Background: an optimization exercise with open tools, aiming at small area, a short achievable clock period and few clock cycles. Do not read the settings as production practice. The RTL was checked by simulation tests, not by an equivalence proof against the original design. Power and IR drop assume default switching activity.

`flow/run.sh`:
```
#!/bin/bash
# Standard layout, with the port buffers made from the smallest buffer
# instead of the default pick; every port still gets its own buffer.
set -o pipefail
cp standard.sh standard.sh.txt
export BUFFER_PORTS_ARGS="-buffer_cell sky130_fd_sc_hd__buf_1"
bash standard.sh > standard.log 2>&1
```
`standard.sh`:
```
#!/bin/bash
# synth_recipe.tcl (not shown) runs the flow's synth.tcl, then flattens the netlist and writes it again
# the make line also repeats each setting of config.mk as NAME=value (left out here)
make -C /OpenROAD-flow-scripts/flow DESIGN_CONFIG=/design/flow/config.mk WORK_HOME=/design/flow/orfs CLKGATE_MAP_FILE= SYNTH_SCRIPT=/design/flow/synth_recipe.tcl "${@:-finish}"
```
`config.mk`:
```
export PLATFORM = sky130hd
export DESIGN_NAME = moment_engine_top
export DESIGN_NICKNAME = moment_engine_top
export VERILOG_FILES = /design/flow/design.v
export SDC_FILE = /design/flow/constraint.sdc
export NUM_CORES = 4
export LEC_CHECK = 0
export CAP_MARGIN = 20
export CORE_MARGIN = 2
export CORE_UTILIZATION = 50
export SETUP_SLACK_MARGIN = 4.8
export SLEW_MARGIN = 20
```
`constraint.sdc`:
```
create_clock -name core_clock -period 7.5 [get_ports {clk}]
set_input_delay 1.5000 -clock core_clock [delete_from_list [all_inputs] [get_ports {clk}]]
set_output_delay 1.5000 -clock core_clock [all_outputs]
set_load 0.01 [all_outputs]
```
`design.v`:
```
package moment_pkg;
   typedef logic [8-1:0]    pix_t;
   typedef logic [9-1:0]    coord_t;
   typedef logic [17-1:0]   addr_t;
   typedef logic [29-1:0] moment_t;
   typedef logic [13-1:0]   cent_t;
   typedef struct packed {
      coord_t img_dim;
      addr_t  start_addr;
   } img_cfg_t;
   typedef struct packed {
      coord_t x;
      coord_t y;
   } coord_pair_t;
   typedef struct packed {
      logic  en;
      addr_t addr;
   } mem_rd_t;
   typedef struct packed {
      moment_t m00;
      moment_t m10;
      moment_t m01;
   } moments_t;
   typedef struct packed {
      cent_t x_mc;
      cent_t y_mc;
   } centroid_t;
endpackage
`timescale 1ns/100ps
module moment_engine_top
(
   input  logic                                  clk,
   input  logic                                  rst_n,
   input  logic                                  req_i,
   input  logic [9+17-1:0] cfg_i,
   output logic                                  ack_o,
   output logic [17:0]               mem_rd_o,
   input  logic [8-1:0]              rdata_i,
   output logic [3*29-1:0]         moments_o,
   output logic [2*13-1:0]           centroid_o
);
   localparam int m00_w = 20;
   localparam int m1_w  = 25;
   localparam int row_w = 14;
   localparam int q_w   = 9;
   typedef enum logic [2:0] {
      st_idle,
      st_sq,
      st_add_lo,
      st_add_hi,
      st_read,
      st_drain,
      st_div,
      st_ack
   } state_t;
   state_t               state;
   logic                 rd_en;
   logic [11:0]          addr_lo;
   logic [4:0]           addr_hi;
   logic                 addr_c;
   logic [6:0]           x_cnt;
   logic [6:0]           y_cnt;
   logic                 row_first;
   logic                 img_first;
   logic                 v1;
   logic                 f1;
   logic                 l1;
   logic                 fi1;
   logic                 v2;
   logic                 f2;
   logic                 l2;
   logic                 g2;
   logic                 clr;
   logic                 f3;
   logic                 l3;
   logic [7:0]           pix_q;
   logic                 ld_x;
   logic                 ld_y;
   logic                 div_y;
   logic                 ack_q;
   logic [m00_w-1:0]     m00;
   logic [m1_w-1:0]      m10;
   logic [m1_w-1:0]      m01;
   logic [row_w-1:0]     row_sum;
   logic [m00_w-1:0]     rem;
   logic [5:0]           dvd_lo;
   logic [2*q_w-1:0]     quo;
   logic [6:0]           dim;
   logic [16:0]          start_addr;
   logic [11:0]          sq_m1;
   logic                 x_last;
   logic                 y_last;
   logic                 last_rd;
   assign dim        = cfg_i[23:17];
   assign start_addr = cfg_i[16:0];
   assign x_last  = (x_cnt == 7'd1);
   assign y_last  = (y_cnt == 7'd1);
   assign last_rd = x_last && y_last;
   always_comb
   begin
      case (x_cnt)
         7'd1: sq_m1 = 12'd0;
         7'd2: sq_m1 = 12'd3;
         7'd3: sq_m1 = 12'd8;
         7'd4: sq_m1 = 12'd15;
         7'd5: sq_m1 = 12'd24;
         7'd6: sq_m1 = 12'd35;
         7'd7: sq_m1 = 12'd48;
         7'd8: sq_m1 = 12'd63;
         7'd9: sq_m1 = 12'd80;
         7'd10: sq_m1 = 12'd99;
         7'd11: sq_m1 = 12'd120;
         7'd12: sq_m1 = 12'd143;
         7'd13: sq_m1 = 12'd168;
         7'd14: sq_m1 = 12'd195;
         7'd15: sq_m1 = 12'd224;
         7'd16: sq_m1 = 12'd255;
         7'd17: sq_m1 = 12'd288;
         7'd18: sq_m1 = 12'd323;
         7'd19: sq_m1 = 12'd360;
         7'd20: sq_m1 = 12'd399;
         7'd21: sq_m1 = 12'd440;
         7'd22: sq_m1 = 12'd483;
         7'd23: sq_m1 = 12'd528;
         7'd24: sq_m1 = 12'd575;
         7'd25: sq_m1 = 12'd624;
         7'd26: sq_m1 = 12'd675;
         7'd27: sq_m1 = 12'd728;
         7'd28: sq_m1 = 12'd783;
         7'd29: sq_m1 = 12'd840;
         7'd30: sq_m1 = 12'd899;
         7'd31: sq_m1 = 12'd960;
         7'd32: sq_m1 = 12'd1023;
         7'd33: sq_m1 = 12'd1088;
         7'd34: sq_m1 = 12'd1155;
         7'd35: sq_m1 = 12'd1224;
         7'd36: sq_m1 = 12'd1295;
         7'd37: sq_m1 = 12'd1368;
         7'd38: sq_m1 = 12'd1443;
         7'd39: sq_m1 = 12'd1520;
         7'd40: sq_m1 = 12'd1599;
         7'd41: sq_m1 = 12'd1680;
         7'd42: sq_m1 = 12'd1763;
         7'd43: sq_m1 = 12'd1848;
         7'd44: sq_m1 = 12'd1935;
         7'd45: sq_m1 = 12'd2024;
         7'd46: sq_m1 = 12'd2115;
         7'd47: sq_m1 = 12'd2208;
         7'd48: sq_m1 = 12'd2303;
         7'd49: sq_m1 = 12'd2400;
         7'd50: sq_m1 = 12'd2499;
         7'd51: sq_m1 = 12'd2600;
         7'd52: sq_m1 = 12'd2703;
         7'd53: sq_m1 = 12'd2808;
         7'd54: sq_m1 = 12'd2915;
         7'd55: sq_m1 = 12'd3024;
         7'd56: sq_m1 = 12'd3135;
         7'd57: sq_m1 = 12'd3248;
         7'd58: sq_m1 = 12'd3363;
         7'd59: sq_m1 = 12'd3480;
         7'd60: sq_m1 = 12'd3599;
         7'd61: sq_m1 = 12'd3720;
         7'd62: sq_m1 = 12'd3843;
         7'd63: sq_m1 = 12'd3968;
         7'd64: sq_m1 = 12'd4095;
         default: sq_m1 = 12'd0;
      endcase
   end
   always_ff @(posedge clk or negedge rst_n)
   begin
      if (!rst_n)
      begin
         state <= st_idle;
         rd_en <= 1'b0;
         ack_q <= 1'b0;
         v1    <= 1'b0;
         v2    <= 1'b0;
      end
      else
      begin
         v1 <= rd_en;
         v2 <= v1;
         case (state)
            st_idle:
               if (req_i)
                  state <= st_sq;
            st_sq:
               state <= st_add_lo;
            st_add_lo:
               state <= st_add_hi;
            st_add_hi:
            begin
               state <= st_read;
               rd_en <= 1'b1;
            end
            st_read:
               if (last_rd)
               begin
                  state <= st_drain;
                  rd_en <= 1'b0;
               end
            st_drain:
               if (!v1 && !v2)
                  state <= st_div;
            st_div:
               if (x_last && div_y)
               begin
                  state <= st_ack;
                  ack_q <= 1'b1;
               end
            default:
               if (!req_i)
               begin
                  state <= st_idle;
                  ack_q <= 1'b0;
               end
         endcase
      end
   end
   always_ff @(posedge clk)
   begin
      case (state)
         st_idle:
         begin
            {addr_hi, addr_lo} <= start_addr;
            x_cnt              <= dim;
            y_cnt              <= dim;
         end
         st_sq:
            {y_cnt[5:0], x_cnt[5:0]} <= sq_m1;
         st_add_lo:
         begin
            {addr_c, addr_lo} <= {1'b0, addr_lo} + {1'b0, y_cnt[5:0], x_cnt[5:0]};
            x_cnt             <= dim;
            y_cnt             <= dim;
            row_first         <= 1'b1;
            img_first         <= 1'b1;
         end
         st_add_hi:
            addr_hi <= addr_hi + 5'(addr_c);
         st_read:
         begin
            addr_lo   <= addr_lo - 1'b1;
            if (addr_lo == '0)
               addr_hi <= addr_hi - 1'b1;
            img_first <= 1'b0;
            if (x_last)
            begin
               x_cnt     <= dim;
               y_cnt     <= y_cnt - 1'b1;
               row_first <= 1'b1;
            end
            else
            begin
               x_cnt     <= x_cnt - 1'b1;
               row_first <= 1'b0;
            end
         end
         st_drain:
         begin
            x_cnt <= 7'd9;
            div_y <= 1'b0;
         end
         st_div:
         begin
            x_cnt <= x_cnt - 1'b1;
            if (x_last)
            begin
               x_cnt <= 7'd9;
               div_y <= 1'b1;
            end
         end
         default:
            x_cnt <= dim;
      endcase
   end
   always_ff @(posedge clk)
   begin
      f1      <= row_first;
      l1      <= x_last;
      fi1     <= img_first;
      pix_q   <= rdata_i;
      f2      <= f1;
      l2      <= l1;
      clr     <= v1 && fi1;
      g2      <= v1 && !f1;
      f3      <= v2 && f2;
      l3      <= v2 && l2;
      row_sum <= (f2 ? row_w'(0) : row_sum) + row_w'(pix_q);
      m10     <= clr ? m1_w'(0)  : m10 + (g2 ? m1_w'(row_sum) : m1_w'(0));
      m00     <= clr ? m00_w'(0) : m00 + (l3 ? m00_w'(row_sum) : m00_w'(0));
      m01     <= clr ? m1_w'(0)  : m01 + (f3 ? m1_w'(m00) : m1_w'(0));
   end
   logic [m1_w-1:0]   dvd;
   logic [m00_w:0]    trial;
   logic [m00_w+1:0]  diff;
   logic              q_bit;
   assign dvd   = ld_x ? m10 : m01;
   assign trial = {rem, dvd_lo[5]};
   assign diff  = {1'b0, trial} - {2'b0, m00};
   assign q_bit = !diff[m00_w+1] && (m00 != '0);
   always_ff @(posedge clk)
   begin
      ld_x <= ((state == st_read) && last_rd) || ((state == st_drain) && (v1 || v2));
      ld_y <= (state == st_div) && (x_cnt == 7'd2) && !div_y;
      if (ld_x || ld_y)
      begin
         rem    <= m00_w'(dvd[m1_w-1:6]);
         dvd_lo <= dvd[5:0];
      end
      else
      begin
         rem    <= q_bit ? diff[m00_w-1:0] : trial[m00_w-1:0];
         dvd_lo <= {dvd_lo[4:0], 1'b0};
      end
      if (state == st_div)
         quo <= {quo[2*q_w-2:0], q_bit};
   end
   assign ack_o      = ack_q;
   assign mem_rd_o   = {rd_en, addr_hi, addr_lo};
   assign moments_o  = {9'd0, m00, 4'd0, m10, 4'd0, m01};
   assign centroid_o = {4'd0, quo[2*q_w-1:q_w], 4'd0, quo[q_w-1:0]};
endmodule
```
==> results by group, run 1 <==
Final layout
  – Area Overhead vs Synth: 23.1%
  – Most frequent cells in the layout: 141 x buf_1, 120 x nor2_1, 105 x dfxtp_1
  – NumNets Final: 1772
  – N_diodes: 0
  – Share of cells above drive strength 1: 17.2%
  – Commonest non-fill, non-tap cell in the layout: buf_1

Global route
  – Largest net degree at the start of global routing: 84
  – Vias in the first global route: 10600
  – GRT Util Overall: 27.5%
  – Initial antenna violation count: 0
  – Gr ovfl total: 0
  – First-pass GRT wire length: 57.3 mm

Synth
  – EDFF count, synth: 53
  – Mapped Cells: 1430
  – Synthesized flop and latch total: 189
  – Avg Cell Area, Syn: 8.68 sq um
  – Top cell type's share of synthesized area: 20.8%
  – Top cells by area, synth: dfxtp_1 21%, edfxtp_1 13%, ha_1 10%
  – Sequential-to-total area share from yosys stat: 35.0%
  – Post-synth top area cell: dfxtp_1
  – Synth warn: 1
  – Main synth FF type: dfxtp_1
  – Yosys cell types: 77
  – FFs w/ async S/R, synth: 3.70%
  – Synthesized area: 0.0124 sq mm

Clock network
  – Clk latency of the worst-skew pair: 0.45 ns
  – CTS max path bufs: 2
  – CTS Buf Count: 17
  – Clock Sinks: 189
  – Hold Buf Count CTS: 0
  – CTS tree: yes
  – Clock Tree Root: clkbuf_16
  – H-tree depth: 4
  – Worst-path clk slew: 0.09 ns

Floorplan
  – Top Ports: 169
  – # rows: 57
  – Die H: 162 um
  – Die width: 162 um
  – Starting density of the core: 51.0%
  – Die footprint: 0.0261 sq mm
  – Core Box Area: 0.0243 sq mm

Setup path
  – Required time worst endpoint: 7.82 ns
  – Worst setup SP type: flop
  – Crit path max fanout: 7
  – Worst setup EP type: flop
  – Crit path from: f3
  – WP data arrival: 3.03 ns
  – R2R Path Start: f3
  – Crit Path Class: flop to flop

Placement
  – Buffers on Ports: 141
  – Routability cong.: 0.907
  – Final HPWL DP: 25.1 mm

Timing
  – Final setup fails: 0
  – Sum Neg Setup Slack: 0 ns
  – Slew @ Worst Pin: 0.924 ns
  – Minimum clock period: 2.70 ns
  – Layout Skew: 0.0180 ns
  – Max Clock Freq: 370 MHz
  – Unrepaired setup endpoints after global routing: yes
  – Tcrit/Tclk final: 36.0%
  – Slew headroom: 38.4%
  – Final hold vios: 0
  – Max Slew Vio Count: 0

Power and ir drop
  – Pwr Total: 6.42 mW
  – Pwr Density: 420 mW/mm^2
  – Max VDD drop: 0.252 mV
  – Leak: 6.19 nW

Detailed routing
  – Routed vias: 11400
  – ANT nets after route: 0
  – DRC violations left: 0
  – Vias/cell: 5.81
  – Routed WL: 36.8 mm
  – Initial DRC count: 1039
  – DR pass1 iterations: 5
  – Per-cell routed wire length: 18.7 um

Hold path
  – Hold path start: l1
  – Worst min-delay path class: flop to flop

Run
  – Max capacitance violation total: 0

Outcome
  – Status: no timing/DRC/antenna violations
## layout make-up
class	instances	area, sq um
Clock buffer	17	425
Sequential cell	189	4420
Multi-Input combinational cell	1122	8310
Fill cell	2167	9030
Inverter	68	259
Timing Repair Buffer	226	1260
Tap cell	324	405
Clock inverter	15	200
## worst max-delay path, stage by stage (launching register included)
cell and delay, ns:
dfxtp_4 0.40, and2_4 0.18, ha_4 0.16, fa_2 0.38, a21oi_4 0.21, o2111ai_4 0.18, a41oi_4 0.23, o21ai_4 0.11
a31oi_4 0.25, o21bai_4 0.10, nand3_2 0.09, mux2_4 0.29
## report_power, final
part           leakage [nW]  switching (mW)  internal (mW)
clock network         0.299           0.500          0.463
logic                  4.23            2.04           1.56
registers              1.66           0.370           1.48
## worst paths after layout
path / endpoint / slack (ns) / depth (start not counted)
worst min register to register: l2 / 0.34 / 0
worst max-delay path: m01[24] / 4.80 / 11
worst min-delay path: l2 / 0.34 / 0
min in group asynchronous: state[1] / 0.95 / 1
max in group asynchronous: state[2] / 6.22 / 1
worst max register to register: m01[24] / 4.80 / 11
## Yosys cell counts (14+ instances only)
master / n
ha_1: 104
dfxtp_1: 129
o21ai_0: 80
xnor2_1: 48
nor2_1: 124
o22ai_1: 23
nor2b_1: 24
mux2i_1: 18
a211oi_1: 14
inv_1: 68
xor2_1: 43
clkbuf_1: 37
and3_1: 24
or3_1: 19
nand3_1: 33
a21o_1: 32
nor3_1: 38
and2_1: 57
buf_4: 27
a21oi_1: 108
a31oi_1: 16
nand2_1: 104
edfxtp_1: 53
## state kept, by name (all words and copies together), names as in the netlist, 3 cells and up
signal,count
m01,25
m10,25
m00,20
rem,20
quo,18
row_sum,14
addr_lo,12
pix_q,8
x_cnt,7
y_cnt,7
dvd_lo,6
addr_hi,5
state,3
## metrics by stage
stage          util, %  setup slack [ns]  std cells  area, sq um  hold WS [ns]
4_1_cts           60.8              4.73       1931        14800         0.348
2_1_floorplan        -              4.80       1454        12500         0.310
5_1_grt           62.9              4.70       1961        15300         0.359
6_report          62.9              4.80       1961        15300         0.341
3_5_place_dp      53.9              3.76       1848        13100         0.318
3_3_place_gp      53.9              3.80       1848        13100         0.312
## kinds of logic after synthesis
| kind of cell | count (synthesis) | share of synthesized area, % |
|---|---|---|
| simple gates | 489 | 19.8 |
| mux | 23 | 1.90 |
| buf+inv | 145 | 5.33 |
| other cells | 1 | 0.0302 |
| flops | 189 | 35.0 |
| fa+ha+maj | 111 | 11.6 |
| compound gates | 381 | 19.8 |
| xor+xnor | 91 | 6.42 |
## timing repair
item,in CTS,in global routing
pin swaps,38,39
setup endpoints to repair,87,76
gates cloned,2,1
resized for setup,141,67
buffers inserted,49,29
## metal layers
metal	track usage [%]	part of all wire, %
met5	0	0
met1	37.7	45
met4	6.09	2.1
met3	3.49	4.4
met2	46.6	48
Testbench counts, summed over its fixed seeds: cycles 193,901.
==> inputs of run 2 (changes only) <==
==> run.sh (new file) <==
#!/bin/bash
# synth_recipe.tcl (not shown) runs the flow's synth.tcl, then flattens the netlist and writes it again
# the make line also repeats each setting of config.mk as NAME=value (left out here)
make -C /OpenROAD-flow-scripts/flow DESIGN_CONFIG=/design/flow/config.mk WORK_HOME=/design/flow/orfs CLKGATE_MAP_FILE= SYNTH_SCRIPT=/design/flow/synth_recipe.tcl finish
removed: flow/run.sh
removed: standard.sh
==> run 2 against run 1 <==
  * Clock skew decreased by 0.0018 ns
  * Flip-flop and latch count unchanged
  * Via count increased by 0.57%
  * Final area increased by 6.1%
  * Largest cell class unchanged
  * Clock-buffer cell count unchanged
  * Critical path type unchanged
  * Die area unchanged
  * Global-route usage increased by 0.71 points
  * Combinational power increased by 5.8%
  * First-iteration DRC count decreased by 21%
  * Power increased by 3.7%
  * Routed wire length increased by 2.5%
  * Synthesized area unchanged
==> results by group, run 2 <==
Synth
  – Synthesized area: 0.0124 sq mm
  – Most common cell in the netlist: dfxtp_1
  – Most instantiated cells after synthesis: 129 x dfxtp_1, 124 x nor2_1, 108 x a21oi_1, 104 x ha_1, 104 x nand2_1
  – Mapped Cells: 1430
  – Main synth FF type: dfxtp_1
  – Yosys cell types: 77
  – Top cell type's share of synthesized area: 20.8%
  – Top cells by area, synth: dfxtp_1 21%, edfxtp_1 13%, ha_1 10%
  – Sequential-to-total area share from yosys stat: 35.0%
  – EDFF count, synth: 53
  – Post-synth top area cell: dfxtp_1
  – Synthesized flop and latch total: 189
  – FFs w/ async S/R, synth: 3.70%
  – Synth warn: 1
  – Avg Cell Area, Syn: 8.68 sq um

Floorplan
  – Die footprint: 0.0261 sq mm
  – # rows: 57
  – Core Box Area: 0.0243 sq mm
  – Die width: 162 um
  – Top Ports: 169
  – Starting density of the core: 51.0%
  – Die H: 162 um

Clock network
  – Clock Sinks: 189
  – Clk latency of the worst-skew pair: 0.46 ns
  – Worst-path clk slew: 0.09 ns
  – Clock Tree Root: clkbuf_16
  – CTS tree: yes
  – CTS Buf Count: 17
  – CTS max path bufs: 2
  – H-tree depth: 4
  – Hold Buf Count CTS: 0

Timing
  – Layout Skew: 0.0161 ns
  – Minimum clock period: 2.74 ns
  – Max Slew Vio Count: 0
  – Tcrit/Tclk final: 36.6%
  – Slew @ Worst Pin: 0.927 ns
  – Final hold vios: 0
  – Slew headroom: 38.2%
  – Max Clock Freq: 365 MHz
  – Final setup fails: 0
  – Sum Neg Setup Slack: 0 ns
  – Unrepaired setup endpoints after global routing: yes

Power and ir drop
  – Pwr Density: 410 mW/mm^2
  – Pwr Total: 6.66 mW
  – Leak: 6.94 nW
  – Max VDD drop: 0.257 mV

Hold path
  – WHS Path Cells: 0
  – Worst min-delay path class: flop to flop
  – Hold path endpoint: f2
  – Hold path start: f1

Setup path
  – Crit path max fanout: 7
  – Reg2reg setup slack: 4.76 ns
  – WP data arrival: 3.13 ns
  – R2R Path Start: l3
  – Worst setup EP type: flop
  – Required time worst endpoint: 7.89 ns
  – R2R depth: 10
  – Crit Path Class: flop to flop
  – Worst setup SP type: flop
  – FF-to-FF End: m00[15]

Global route
  – Initial antenna violation count: 0
  – Vias in the first global route: 10800
  – GRT Util Overall: 28.2%
  – Largest net degree at the start of global routing: 43
  – First-pass GRT wire length: 58.4 mm
  – Gr ovfl total: 0

Run
  – Max capacitance violation total: 0

Detailed routing
  – DR pass1 iterations: 5
  – Routed vias: 11500
  – ANT nets after route: 0
  – Vias/cell: 5.81
  – Routed WL: 37.7 mm
  – DRC violations left: 0
  – Initial DRC count: 823
  – Per-cell routed wire length: 19.1 um

Final layout
  – Seq. cell area: 0.00451 sq mm
  – Final Non-Filler Cells: 1973
  – Top flop regs: m01 x25, m10 x25
  – N_diodes: 0
  – NumNets Final: 1784
  – Area of the multi-input gates: 0.00830 sq mm
  – Area Overhead vs Synth: 30.7%
  – Most frequent cells in the layout: 121 x nor2_1, 100 x nand2_1, 95 x a21oi_1
  – Share of cells above drive strength 1: 20.4%
  – Commonest non-fill, non-tap cell in the layout: nor2_1
  – Filler cells: 2075

Outcome
  – Status: no timing/DRC/antenna violations

Placement
  – Final HPWL DP: 25.8 mm
  – Buffers on Ports: 141
  – Routability cong.: 0.897
  – Dpl cells: 1847
## run 2: worst max-delay path by stage
stage            from      end  slack [ns]  depth (start not counted)
6_report           l3  m00[15]        4.76                         10
5_1_grt            l3  m00[17]        4.66                         10
4_1_cts        m00[0]  m01[24]        4.70                         11
3_5_place_dp       f3  m01[24]        3.78                         11
3_3_place_gp       f3  m01[24]        3.78                         11
2_1_floorplan      f3  m01[22]        4.80                         12
## run 2: layout make-up
| class | count | area share (%) |
|---|---|---|
| Clock buffer | 17 | 2.62 |
| Clock inverter | 15 | 1.25 |
| Inverter | 68 | 1.60 |
| Multi-Input combinational cell | 1121 | 51.2 |
| Sequential cell | 189 | 27.8 |
| Tap cell | 324 | 2.50 |
| Timing Repair Buffer | 239 | 13.1 |
## run 2: through the flow
| step | area (sq um) | setup WS, ns | hold slack, ns | utilization, % |
|---|---|---|---|---|
| global placement | 14000 | 3.78 | 0.310 | 57.5 |
| floorplan | 12500 | 4.80 | 0.310 | - |
| global route | 16200 | 4.66 | 0.355 | 66.7 |
| finish | 16200 | 4.76 | 0.347 | 66.7 |
| CTS | 15500 | 4.70 | 0.343 | 63.9 |
| detailed placement | 14000 | 3.78 | 0.321 | 57.5 |
## run 2: critical path, cell delays in order, from the launching register on
cell       delay [ns]
dfxtp_4          0.36
and2_4           0.15
ha_4             0.20
a21o_1           0.18
a21oi_2          0.20
o21bai_2         0.11
a2111oi_4        0.41
o31ai_4          0.11
a221o_2          0.45
or4_1            0.43
nand3_1          0.09
## run 2: where the power goes
part	total, mW	internal, mW	switching (mW)
clock network	0.969	0.464	0.505
registers	1.88	1.50	0.382
logic	3.81	1.73	2.08
## run 2: logic make-up after synthesis
kind of cell / Yosys count / synth area share [%]
compound gates: 381 / 19.8
simple gates: 489 / 19.8
xor+xnor: 91 / 6.42
buf+inv: 145 / 5.33
fa+ha+maj: 111 / 11.6
other cells: 1 / 0.0302
flops: 189 / 35.0
mux: 23 / 1.90
## run 2: per-layer routing
metal  share of wire (%)  track usage, %  up-vias
li1                    -               -     5530
met1                  44            38.0     5514
met2                  49            47.0      360
met3                 4.8            3.95       64
met4                 2.2            8.97        0
met5                   0               0        -
## run 2: what timing repair did
action,4_1_cts,5_1_grt
cloned,1,1
resized for setup,284,101
endpoints found under the setup margin,196,92
pin swaps,31,58
setup buffers,51,41

## what the ideal ports hide
No port has a modelled driver above. Below, the same layouts with a new extraction and two added sets of constraints. Step 1, drivers: a clkbuf_16 drives clk and a buf_2 each remaining input, both assumed. Step 2, shift: input delay + t, output delay - t, t = (earliest + latest rising clock arrival at the registers) / 2. This alone moves slack from input paths to output paths. Slacks: no drivers / after step 1 / after step 2; pairs: no drivers / after step 1.
| run | t (ns) | slack for setup (ns) | worst setup path at the end | worst data-port slew with drivers (ns) | pins driven straight from the clock port |
|---|---|---|---|---|---|
| run 1 | 0.487 | 4.798 / 4.796 / 4.798 | register to register | 0.04 | 1 |
| run 2 | 0.497 | 4.758 / 4.712 / 4.564 | input to register | 0.04 | 1 |
After both steps setup and hold are still met in every run listed. For run 2, which loses most, drivers alone change the setup slack by -0.046 ns; drivers and shift together by -0.194 ns.
